This design comes from an exercise in tuning for small area and a short achievable clock period on the open sky130 flow, not from production work.
The RTL was checked by simulation tests, not by an equivalence proof against the original design.
Power and IR drop assume default switching activity.

===== config.mk =====
export PLATFORM = sky130hd
export DESIGN_NAME = frame_gen_top
export DESIGN_NICKNAME = frame_gen_top
export VERILOG_FILES = /design/flow/design.v
export SDC_FILE = /design/flow/constraint.sdc
export NUM_CORES = 4
export LEC_CHECK = 0
export CAP_MARGIN = 20
export CORE_MARGIN = 2
export CORE_UTILIZATION = 40
export SLEW_MARGIN = 20

===== constraint.sdc =====
create_clock -name core_clock -period 12.0 [get_ports {sys_clk}]
set_input_delay 2.4000 -clock core_clock [delete_from_list [all_inputs] [get_ports {sys_clk}]]
set_output_delay 2.4000 -clock core_clock [all_outputs]
set_load 0.01 [all_outputs]

===== design.v =====
`default_nettype none
package frame_gen_pkg;
	typedef logic [47:0] mac_addr_t;
	typedef logic [31:0] ip_addr_t;
	typedef logic [15:0] udp_port_t;
	typedef logic [2:0]  cfg_addr_t;
	typedef logic [31:0] cfg_word_t;
	typedef enum logic [1:0] {
		KIND_UDP  = 2'd0,
		KIND_ARP  = 2'd1,
		KIND_ICMP = 2'd2
	} frame_kind_t;
	typedef struct packed {
		logic      enable;
		mac_addr_t local_mac;
		ip_addr_t  local_ip;
		mac_addr_t peer_mac;
		ip_addr_t  peer_ip;
		udp_port_t src_port;
		udp_port_t dst_port;
	} frame_cfg_t;
	typedef struct packed {
		logic [7:0] data;
		logic       last;
	} stream_beat_t;
	localparam cfg_addr_t REG_CTRL         = 3'd0;  
	localparam cfg_addr_t REG_LOCAL_MAC_HI = 3'd1;
	localparam cfg_addr_t REG_LOCAL_MAC_LO = 3'd2;
	localparam cfg_addr_t REG_LOCAL_IP     = 3'd3;
	localparam cfg_addr_t REG_PEER_MAC_HI  = 3'd4;
	localparam cfg_addr_t REG_PEER_MAC_LO  = 3'd5;
	localparam cfg_addr_t REG_PEER_IP      = 3'd6;
	localparam cfg_addr_t REG_PORTS        = 3'd7;  
	localparam mac_addr_t DEF_LOCAL_MAC = 48'h0024_7EDF_CA5E;
	localparam ip_addr_t  DEF_LOCAL_IP  = {8'd192, 8'd168, 8'd0, 8'd119};
	localparam mac_addr_t DEF_PEER_MAC  = 48'h00D0_0800_0002;
	localparam ip_addr_t  DEF_PEER_IP   = {8'd192, 8'd168, 8'd0, 8'd110};
	localparam udp_port_t DEF_PORT      = 16'd8080;
	localparam logic [15:0] ETH_TYPE_IPV4  = 16'h0800;
	localparam logic [15:0] ETH_TYPE_ARP   = 16'h0806;
	localparam logic [15:0] ARP_OP_REQUEST = 16'h0001;
	localparam logic [7:0]  IP_PROTO_UDP   = 8'd17;
	localparam logic [7:0]  IP_PROTO_ICMP  = 8'd1;
	localparam logic [7:0]  IP_TTL         = 8'h80;
	localparam logic [31:0]  UDP_FLAG_WORD = 32'hE1EC_0C0D;
	localparam logic [127:0] UDP_PAYLOAD   = 128'h1234_5611_1134_5678_1234_5678_AABB_CCDD;
	localparam logic [15:0]  ICMP_ID       = 16'h0001;
	localparam logic [15:0]  ICMP_SEQ      = 16'h0005;
	localparam logic [255:0] ICMP_PAYLOAD  =
		256'h6162_6364_6566_6768_696a_6b6c_6d6e_6f70_7172_7374_7576_7761_6263_6465_6667_6869;
	localparam int ETH_HDR_BYTES   = 14;
	localparam int IP_HDR_BYTES    = 20;
	localparam int ARP_BYTES       = 42;
	localparam int ICMP_BYTES      = 74;
	localparam int UDP_BYTES       = 62;
	localparam int MIN_FRAME_BYTES = 60;
	localparam int FCS_BYTES       = 4;
	localparam int MAX_BODY_BYTES  = ICMP_BYTES;
	localparam int BYTE_IDX_W      = $clog2(MAX_BODY_BYTES);
	localparam int FRAMES_PER_KIND   = 5;
	localparam int FRAME_CNT_W       = $clog2(FRAMES_PER_KIND);
	localparam int GAP_CYCLES        = 16;
	localparam int GAP_CNT_W         = $clog2(GAP_CYCLES);
	localparam logic [31:0] CRC_POLY = 32'hEDB8_8320;
	function automatic int padded_len(input int n);
		int r;
		if (n < MIN_FRAME_BYTES)
			r = MIN_FRAME_BYTES;
		else
			r = n;
		padded_len = r;
	endfunction
endpackage
`default_nettype wire
`timescale 1ns/1ps
`default_nettype none
module frame_cfg_regs (
	input  logic       sys_clk,
	input  logic       sys_rst,
	input  logic       cfg_we,
	input  frame_gen_pkg::cfg_addr_t  cfg_addr,
	input  frame_gen_pkg::cfg_word_t  cfg_wdata,
	output frame_gen_pkg::frame_cfg_t cfg
);
	always_ff @(posedge sys_clk) begin
		if (sys_rst) begin
			cfg.enable    <= 1'b0;
			cfg.local_mac <= frame_gen_pkg::DEF_LOCAL_MAC;
			cfg.local_ip  <= frame_gen_pkg::DEF_LOCAL_IP;
			cfg.peer_mac  <= frame_gen_pkg::DEF_PEER_MAC;
			cfg.peer_ip   <= frame_gen_pkg::DEF_PEER_IP;
			cfg.src_port  <= frame_gen_pkg::DEF_PORT;
			cfg.dst_port  <= frame_gen_pkg::DEF_PORT;
		end else if (cfg_we) begin
			case (cfg_addr)
				frame_gen_pkg::REG_CTRL:         cfg.enable <= cfg_wdata[0];
				frame_gen_pkg::REG_LOCAL_MAC_HI: cfg.local_mac[47:32] <= cfg_wdata[15:0];
				frame_gen_pkg::REG_LOCAL_MAC_LO: cfg.local_mac[31:0] <= cfg_wdata;
				frame_gen_pkg::REG_LOCAL_IP:     cfg.local_ip <= cfg_wdata;
				frame_gen_pkg::REG_PEER_MAC_HI:  cfg.peer_mac[47:32] <= cfg_wdata[15:0];
				frame_gen_pkg::REG_PEER_MAC_LO:  cfg.peer_mac[31:0] <= cfg_wdata;
				frame_gen_pkg::REG_PEER_IP:      cfg.peer_ip <= cfg_wdata;
				frame_gen_pkg::REG_PORTS: begin
					cfg.src_port <= cfg_wdata[31:16];
					cfg.dst_port <= cfg_wdata[15:0];
				end
				default: ;
			endcase
		end
	end
endmodule
`default_nettype wire
`timescale 1ns/1ps
`default_nettype none
module frame_scheduler (
	input  logic        sys_clk,
	input  logic        sys_rst,
	input  frame_gen_pkg::frame_cfg_t  cfg,
	input  logic        frame_done,
	output logic        frame_start,
	output frame_gen_pkg::frame_kind_t frame_kind
);
	logic                   busy;  
	logic [frame_gen_pkg::GAP_CNT_W-1:0]   gap_cnt;
	logic [frame_gen_pkg::FRAME_CNT_W-1:0] frame_cnt;
	logic                   gap_done;
	frame_gen_pkg::frame_kind_t            next_kind;
	assign gap_done = !busy && cfg.enable && (gap_cnt == frame_gen_pkg::GAP_CNT_W'(frame_gen_pkg::GAP_CYCLES - 1));
	always_ff @(posedge sys_clk) begin
		if (sys_rst) begin
			busy        <= 1'b0;
			gap_cnt     <= '0;
			frame_start <= 1'b0;
		end else begin
			frame_start <= gap_done;
			if (gap_done)
				busy <= 1'b1;
			else if (frame_done)
				busy <= 1'b0;
			if (busy || !cfg.enable || gap_done)
				gap_cnt <= '0;
			else
				gap_cnt <= gap_cnt + 1'b1;
		end
	end
	always_comb begin
		case (frame_kind)
			frame_gen_pkg::KIND_UDP: next_kind = frame_gen_pkg::KIND_ARP;
			frame_gen_pkg::KIND_ARP: next_kind = frame_gen_pkg::KIND_ICMP;
			default:  next_kind = frame_gen_pkg::KIND_UDP;
		endcase
	end
	always_ff @(posedge sys_clk) begin
		if (sys_rst) begin
			frame_kind <= frame_gen_pkg::KIND_UDP;
			frame_cnt  <= '0;
		end else if (frame_done) begin
			if (frame_cnt == frame_gen_pkg::FRAME_CNT_W'(frame_gen_pkg::FRAMES_PER_KIND - 1)) begin
				frame_cnt  <= '0;
				frame_kind <= next_kind;
			end else begin
				frame_cnt <= frame_cnt + 1'b1;
			end
		end
	end
endmodule
`default_nettype wire
`timescale 1ns/1ps
`default_nettype none
module frame_builder (
	input  logic         sys_clk,
	input  logic         sys_rst,
	input  frame_gen_pkg::frame_cfg_t   cfg,
	input  logic         frame_start,
	input  frame_gen_pkg::frame_kind_t  frame_kind,
	output frame_gen_pkg::stream_beat_t body_beat,
	output logic         body_valid,
	input  logic         body_ready
);
	frame_gen_pkg::frame_cfg_t                     cur_cfg;
	frame_gen_pkg::frame_kind_t                    cur_kind;
	logic                           active;
	logic [frame_gen_pkg::BYTE_IDX_W-1:0]          byte_idx;
	logic [frame_gen_pkg::BYTE_IDX_W-1:0]          last_idx;
	logic [15:0]                    ip_len;
	logic [7:0]                     ip_proto;
	logic [15:0]                    ip_csum;
	logic [0:frame_gen_pkg::IP_HDR_BYTES-1][7:0]   ip_hdr;
	logic [0:frame_gen_pkg::MAX_BODY_BYTES-1][7:0] image;  
	function automatic logic [15:0] fold_sum(input logic [31:0] sum);
		logic [31:0] s;
		s = sum[15:0] + sum[31:16];
		s = s[15:0] + s[31:16];
		fold_sum = ~s[15:0];
	endfunction
	function automatic logic [15:0] ip_checksum(input logic [15:0] len, input logic [7:0] proto,
			input frame_gen_pkg::ip_addr_t src, input frame_gen_pkg::ip_addr_t dst);
		logic [31:0] sum;
		sum = 32'h4500 + len + 32'h4000 + {frame_gen_pkg::IP_TTL, proto}
			+ src[31:16] + src[15:0] + dst[31:16] + dst[15:0];
		ip_checksum = fold_sum(sum);
	endfunction
	function automatic logic [15:0] icmp_checksum(input logic [15:0] id, input logic [15:0] seq,
			input logic [255:0] payload);
		logic [31:0] sum;
		sum = 32'h0800 + id + seq;
		for (int i = 0; i < 16; i++)
			sum = sum + payload[i*16 +: 16];
		icmp_checksum = fold_sum(sum);
	endfunction
	assign ip_csum = ip_checksum(ip_len, ip_proto, cur_cfg.local_ip, cur_cfg.peer_ip);
	assign ip_hdr = {8'h45, 8'h00, ip_len, 16'h0000, 16'h4000, frame_gen_pkg::IP_TTL, ip_proto, ip_csum,
		cur_cfg.local_ip, cur_cfg.peer_ip};
	always_comb begin
		ip_proto = frame_gen_pkg::IP_PROTO_UDP;
		ip_len   = 16'(frame_gen_pkg::UDP_BYTES - frame_gen_pkg::ETH_HDR_BYTES);
		last_idx = frame_gen_pkg::BYTE_IDX_W'(frame_gen_pkg::padded_len(frame_gen_pkg::UDP_BYTES) - 1);
		if (cur_kind == frame_gen_pkg::KIND_ICMP) begin
			ip_proto = frame_gen_pkg::IP_PROTO_ICMP;
			ip_len   = 16'(frame_gen_pkg::ICMP_BYTES - frame_gen_pkg::ETH_HDR_BYTES);
			last_idx = frame_gen_pkg::BYTE_IDX_W'(frame_gen_pkg::padded_len(frame_gen_pkg::ICMP_BYTES) - 1);
		end else if (cur_kind == frame_gen_pkg::KIND_ARP) begin
			last_idx = frame_gen_pkg::BYTE_IDX_W'(frame_gen_pkg::padded_len(frame_gen_pkg::ARP_BYTES) - 1);
		end
	end
	always_comb begin
		case (cur_kind)
			frame_gen_pkg::KIND_ARP: image = {48'hFFFF_FFFF_FFFF, cur_cfg.local_mac, frame_gen_pkg::ETH_TYPE_ARP,
				16'h0001, frame_gen_pkg::ETH_TYPE_IPV4, 8'd6, 8'd4, frame_gen_pkg::ARP_OP_REQUEST,
				cur_cfg.local_mac, cur_cfg.local_ip, 48'h0, cur_cfg.peer_ip,
				{((frame_gen_pkg::MAX_BODY_BYTES - frame_gen_pkg::ARP_BYTES) * 8){1'b0}}};
			frame_gen_pkg::KIND_ICMP: image = {cur_cfg.peer_mac, cur_cfg.local_mac, frame_gen_pkg::ETH_TYPE_IPV4, ip_hdr,
				8'h08, 8'h00, icmp_checksum(frame_gen_pkg::ICMP_ID, frame_gen_pkg::ICMP_SEQ, frame_gen_pkg::ICMP_PAYLOAD),
				frame_gen_pkg::ICMP_ID, frame_gen_pkg::ICMP_SEQ, frame_gen_pkg::ICMP_PAYLOAD};
			default: image = {cur_cfg.peer_mac, cur_cfg.local_mac, frame_gen_pkg::ETH_TYPE_IPV4, ip_hdr,
				cur_cfg.src_port, cur_cfg.dst_port,
				16'(frame_gen_pkg::UDP_BYTES - frame_gen_pkg::ETH_HDR_BYTES - frame_gen_pkg::IP_HDR_BYTES), 16'h0000,
				frame_gen_pkg::UDP_FLAG_WORD, frame_gen_pkg::UDP_PAYLOAD, {((frame_gen_pkg::MAX_BODY_BYTES - frame_gen_pkg::UDP_BYTES) * 8){1'b0}}};
		endcase
	end
	always_ff @(posedge sys_clk) begin
		if (sys_rst) begin
			active   <= 1'b0;
			byte_idx <= '0;
			cur_kind <= frame_gen_pkg::KIND_UDP;
		end else if (frame_start) begin
			active   <= 1'b1;
			byte_idx <= '0;
			cur_kind <= frame_kind;
		end else if (active && body_ready) begin
			if (byte_idx == last_idx) begin
				active   <= 1'b0;
				byte_idx <= '0;
			end else begin
				byte_idx <= byte_idx + 1'b1;
			end
		end
	end
	always_ff @(posedge sys_clk) begin
		if (frame_start)
			cur_cfg <= cfg;  
	end
	assign body_valid     = active;
	assign body_beat.data = image[byte_idx];
	assign body_beat.last = (byte_idx == last_idx);
endmodule
`default_nettype wire
`timescale 1ns/1ps
`default_nettype none
module fcs_append (
	input  logic         sys_clk,
	input  logic         sys_rst,
	input  frame_gen_pkg::stream_beat_t body_beat,
	input  logic         body_valid,
	output logic         body_ready,
	output frame_gen_pkg::stream_beat_t tx_beat,
	output logic         tx_valid,
	input  logic         tx_ready,
	output logic         frame_done
);
	logic                          fcs_phase;
	logic [$clog2(frame_gen_pkg::FCS_BYTES)-1:0]  fcs_idx;
	logic [31:0]                   crc;
	logic [31:0]                   fcs;
	logic                          body_xfer;
	logic                          fcs_xfer;
	function automatic logic [31:0] crc_byte(input logic [31:0] c, input logic [7:0] d);
		logic [31:0] r;
		r = c ^ {24'h0, d};
		for (int b = 0; b < 8; b++)
			r = r[0] ? ((r >> 1) ^ frame_gen_pkg::CRC_POLY) : (r >> 1);
		crc_byte = r;
	endfunction
	assign fcs        = ~crc;
	assign body_ready = !fcs_phase && tx_ready;
	assign body_xfer  = body_valid && body_ready;
	assign fcs_xfer   = fcs_phase && tx_ready;
	always_comb begin
		if (fcs_phase) begin
			tx_valid     = 1'b1;
			tx_beat.data = fcs[fcs_idx*8 +: 8];  
			tx_beat.last = (fcs_idx == $bits(fcs_idx)'(frame_gen_pkg::FCS_BYTES - 1));
		end else begin
			tx_valid     = body_valid;
			tx_beat.data = body_beat.data;
			tx_beat.last = 1'b0;
		end
	end
	always_ff @(posedge sys_clk) begin
		if (sys_rst) begin
			fcs_phase  <= 1'b0;
			fcs_idx    <= '0;
			crc        <= '1;
			frame_done <= 1'b0;
		end else begin
			frame_done <= 1'b0;
			if (body_xfer) begin
				crc <= crc_byte(crc, body_beat.data);
				if (body_beat.last) begin
					fcs_phase <= 1'b1;
					fcs_idx   <= '0;
				end
			end else if (fcs_xfer) begin
				if (tx_beat.last) begin
					fcs_phase  <= 1'b0;
					crc        <= '1;
					frame_done <= 1'b1;
				end else begin
					fcs_idx <= fcs_idx + 1'b1;
				end
			end
		end
	end
endmodule
`default_nettype wire
`timescale 1ns/1ps
`default_nettype none
module frame_gen_top (
	input  logic         sys_clk,
	input  logic         sys_rst,
	input  logic         cfg_we,
	input  frame_gen_pkg::cfg_addr_t    cfg_addr,
	input  frame_gen_pkg::cfg_word_t    cfg_wdata,
	output frame_gen_pkg::stream_beat_t tx_beat,
	output logic         tx_valid,
	input  logic         tx_ready
);
	frame_gen_pkg::frame_cfg_t   cfg;
	logic         frame_start;
	frame_gen_pkg::frame_kind_t  frame_kind;
	frame_gen_pkg::stream_beat_t body_beat;
	logic         body_valid;
	logic         body_ready;
	logic         frame_done;
	frame_cfg_regs u_cfg_regs (
		.sys_clk   (sys_clk),
		.sys_rst   (sys_rst),
		.cfg_we    (cfg_we),
		.cfg_addr  (cfg_addr),
		.cfg_wdata (cfg_wdata),
		.cfg       (cfg)
	);
	frame_scheduler u_scheduler (
		.sys_clk     (sys_clk),
		.sys_rst     (sys_rst),
		.cfg         (cfg),
		.frame_done  (frame_done),
		.frame_start (frame_start),
		.frame_kind  (frame_kind)
	);
	frame_builder u_builder (
		.sys_clk     (sys_clk),
		.sys_rst     (sys_rst),
		.cfg         (cfg),
		.frame_start (frame_start),
		.frame_kind  (frame_kind),
		.body_beat   (body_beat),
		.body_valid  (body_valid),
		.body_ready  (body_ready)
	);
	fcs_append u_fcs (
		.sys_clk    (sys_clk),
		.sys_rst    (sys_rst),
		.body_beat  (body_beat),
		.body_valid (body_valid),
		.body_ready (body_ready),
		.tx_beat    (tx_beat),
		.tx_valid   (tx_valid),
		.tx_ready   (tx_ready),
		.frame_done (frame_done)
	);
endmodule
`default_nettype wire

===== run.sh =====
#!/bin/bash
# synth_recipe.tcl (not shown) runs the flow's synth.tcl, then flattens the netlist and writes it again
# the make line also repeats each setting of config.mk as NAME=value (left out here)
make -C /OpenROAD-flow-scripts/flow DESIGN_CONFIG=/design/flow/config.mk WORK_HOME=/design/flow/orfs CLKGATE_MAP_FILE= SYNTH_SCRIPT=/design/flow/synth_recipe.tcl finish

==> summary.md <==
| Metric | Value |
|---|---|
| Status | timing/DRC/antenna clean |
| CP endpoint | tx_beat[8] |
| Lkg Pwr | ~9 nW |
| Crit path from | u_builder.cur_kind[0] |
| Max Clk Rate | slightly below 90 MHz |
| Vias per cell | around 5.7 |
| Die Wd | about 240 um |
| Initial Util | between 40% and 50% |
| Die ar. | slightly below 60000 um2 |
| Power per cell area | 122.5 nW/um2 |
| Post-synth EDFFs | roughly 190 |
| Final hold vios | 0 |
| Worst Setup Path Type | reg2out |
| RR Endpoint | u_fcs.crc[30] |
| Arrival @ worst endpoint | a little over 9 ns |
| Distinct cells, synth | 95 |
| N_diodes | 0 |
| Final #Nets | between 2000 and 2500 |
| CTS tree | built |
| Initial drt markers | 1718 |
| Register clock-pin slew on the reported worst setup and hold paths | roughly 0.060 ns |
| Total GRT Usage | 24.18% |
| Vias in the first global route | roughly 17000 |
| RSZ-0062 raised after global routing | false |
| Max FO, Critical Path | 5 |
| Residual DRC | 0 |
| CP Capture Type | output pin |
| Syn avg cell area | around 9.7 um2 |
| Pin count of the biggest net entering global routing | between 150 and 200 |
| Core Rows | 87 |
| Sink Count | approximately 440 |
| Delay of the slowest critical-path stage | roughly 0.52 ns |
| H-tree Lvls | 2 |
| RR Startpoint | u_builder.cur_kind[0] |
| Area growth syn-to-layout | 11.90% |
| Crit path max-delay cell type | fa_1 |
| Grt total ovfl | 0 |
| Fraction of layout cells with a size suffix above 1 | 8.061% |
| Ys Warns | 4 |
| CP Launch Type | register |
| Cell repeated most along the worst path | ha_1 |
| Port Buffer Count | 48 |
| Routed WL | between 70 and 80 mm |
| Hold WC Path Type | reg2reg |
| Total power | between 0.003 and 0.004 W |
| Core area | between 50000 and 60000 um2 |
| Clock Skews | around 0.013 ns |
| Design area | roughly 25000 um2 |
| Ys flop type | dfxtp_1 |
| First-pass GRT wire length | between 100 and 150 mm |
| Placed instance area | 23750 um2 |
| Reg2reg path depth | 38 |
| R2R setup slack | about 2.6 ns |
| Die H | approximately 240 um |
| Syn Std Cell Area | about 23000 um2 |
| IO Pins | slightly below 50 |
| Final setup vio count | 0 |
| Placer Congestion | just over 1 |
| WL per Instance | 22.98 um |
| Final cell count without fillers | roughly 3100 |
| Worst rel slew slack | about a third |
| Syn nets | between 2000 and 2500 |
| Vias | between 15000 and 20000 |
| Asr flop ratio synth | 0% |
| Worst-Skew Late Latency | 0.59 ns |
| Setup TNS | 0 ns |
| Number of max-cap violations | 0 |
| Register area share after synthesis | around 48% |
| Worst-Margin Slew | just under 1 ns |
| Max VDD drop | about 0.12 mV |
| #FFs+latches synth | between 400 and 500 |
| Root Driver | clkbuf_16 |
| Post-DRT Antenna Nets | 0 |
| DP Cell Count | approximately 3000 |
| Pins over their slew limit | 0 |
| Drt pass-1 iters | 7 |
| Largest buffer count on any clock path | 3 |
| Mapped Cells | around 2300 |
| Final worst-path cycle share | between 90% and 100% |
| # fillers | 5374 |
| CP required | approximately 9.6 ns |
| CTS buffer count | between 40 and 50 |
| Initial antenna violation count | 1 |
| Final min period | approximately 11 ns |
| Hpwl dp | around 50 mm |
layout by cell type, fill, tap and decap left out, types with 59 or more instances in the layout:
cell type	Yosys	final
nand3b_1	69	69
inv_1	93	93
o21ai_0	82	82
edfxtp_1	192	192
mux2i_1	73	73
nand2_1	476	475
a21oi_1	235	234
xnor2_1	60	59
dfxtp_1	250	247
nor2_1	108	100
per-layer routing:
layer | GRT usage [%] | vias to the layer above | part of all wire [%]
met3 | 3.607 | 104 | 6.4
met2 | 38.48 | 576 | 46
met4 | 7.289 | 0 | 2.5
li1 | - | 8222 | -
met5 | 0 | - | 0
met1 | 34.04 | 8735 | 45
through the flow:
step	utilization (%)	hold WS (ns)	setup slack, ns
2_1_floorplan	-	0.4081	2.139
3_3_place_gp	42.37	0.4111	1.231
4_1_cts	45.03	0.4248	0.3732
6_report	45.07	0.4245	0.5541
5_1_grt	45.07	0.4320	0.01969
3_5_place_dp	42.37	0.4125	1.045
cell families (layout without fill, tap and decap cells):
logic type,count (synthesis),count (layout),share of synthesized area [%]
simple gates,826,826,16.88
compound gates,526,526,14.46
flops,442,442,47.70
buf+inv,236,258,4.012
xor+xnor,109,109,4.765
mux,108,108,6.178
fa+ha+maj,88,88,6.007
how the worst min path moves through the flow:
stage | cells past startpoint | endpoint | startpoint
2_1_floorplan | 0 | u_builder.cur_cfg[0] | u_cfg_regs.cfg[0]
3_3_place_gp | 0 | u_builder.cur_cfg[110] | u_cfg_regs.cfg[110]
3_5_place_dp | 0 | u_builder.cur_cfg[15] | u_cfg_regs.cfg[15]
4_1_cts | 0 | u_builder.cur_cfg[78] | u_cfg_regs.cfg[78]
5_1_grt | 0 | u_builder.cur_cfg[91] | u_cfg_regs.cfg[91]
6_report | 0 | u_builder.cur_cfg[114] | u_cfg_regs.cfg[114]
layout make-up:
cell class | count | area, um2 | area share (%)
Sequential cell | 442 | 10780 | 42.66
Inverter | 94 | 352.8 | 1.396
Tap cell | 756 | 945.9 | 3.744
Multi-Input combinational cell | 1657 | 10970 | 43.43
Timing Repair Buffer | 79 | 726.9 | 2.877
Clock buffer | 70 | 1333 | 5.274
Clock inverter | 15 | 155.1 | 0.6140
power breakdown:
part           switching [W]  total [W]  internal, W
combinational      0.0000663  0.0000955    0.0000292
sequential        0.00000808    0.00159      0.00158
clock               0.000597    0.00141     0.000815
total               0.000672    0.00309      0.00242
critical path, delay by kind of cell (launching register included):
| family | cells | cell delay (ns) |
|---|---|---|
| muxes | 1 | 0.13 |
| and+or+nand+nor | 8 | 2.10 |
| buffers and inverters | 4 | 0.69 |
| xor gates and xnor gates | 3 | 0.48 |
| AOI/OAI and AO/OA | 8 | 2.09 |
| adders and majority gates | 8 | 2.57 |
| DFF | 1 | 0.39 |
sequential cells by signal (all words and copies together) (netlist names):
name,count
u_builder.active,1
u_builder.byte_idx,7
u_builder.cur_cfg,192
u_builder.cur_kind,2
u_cfg_regs.cfg,193
u_fcs.crc,32
u_fcs.fcs_idx,2
u_fcs.fcs_phase,1
u_fcs.frame_done,1
u_scheduler.busy,1
u_scheduler.frame_cnt,3
u_scheduler.frame_kind,2
u_scheduler.frame_start,1
u_scheduler.gap_cnt,4
timing repair:
action / CTS / global route
buffers inserted: 0 / 0
gates resized for setup: 0 / 5
hold buffers: 0 / 0
hold endpoints to repair: 0 / 0
setup endpoints to repair: 0 / 4
synth_stat cells, types with 15 or more instances:
library cell	count	area, um2
fa_1	34	680.7
nor2_1	108	405.4
clkbuf_1	115	431.7
o21ai_0	82	410.4
mux4_2	24	540.5
a21oi_1	235	1176
edfxtp_1	192	5766
nand3b_1	69	518.0
nand2b_1	25	156.4
ha_1	54	675.7
nor3_1	25	125.1
nand3_1	40	200.2
o22ai_1	31	193.9
nand2_1	476	1787
inv_1	93	349.1
a31oi_1	21	131.4
xor2_1	39	341.6
buf_2	15	75.07
a211oi_1	17	127.6
xnor2_1	60	525.5
dfxtp_1	250	5005
mux2i_1	73	730.7

## what the ideal ports hide
The flow's constraints put no driver on any port. The routed layout listed below was extracted and timed again, unchanged, in two steps.
Step 1: set_driving_cell puts a clkbuf_16 on sys_clk and a buf_2 on each other input, an assumption about the parent block.
Step 2, shift: input delay + t, output delay - t, t = (earliest + latest rising clock arrival at the registers) / 2. This alone moves slack from input paths to output paths.
Slacks: no drivers / after step 1 / after step 2; pairs: no drivers / after step 1.
t, ns: 0.639
slack for setup (ns): 0.554 / 0.495 / 1.134
worst hold slack (ns): 0.425 / 0.425 / 0.425
slew at the worst register clock pin (ns): 0.06 / 0.06
cell pins on the clock port's net: 1
After both steps setup and hold are still met in this run. The setup slack of this run moves by -0.059 ns with the drivers and by +0.580 ns with both steps.
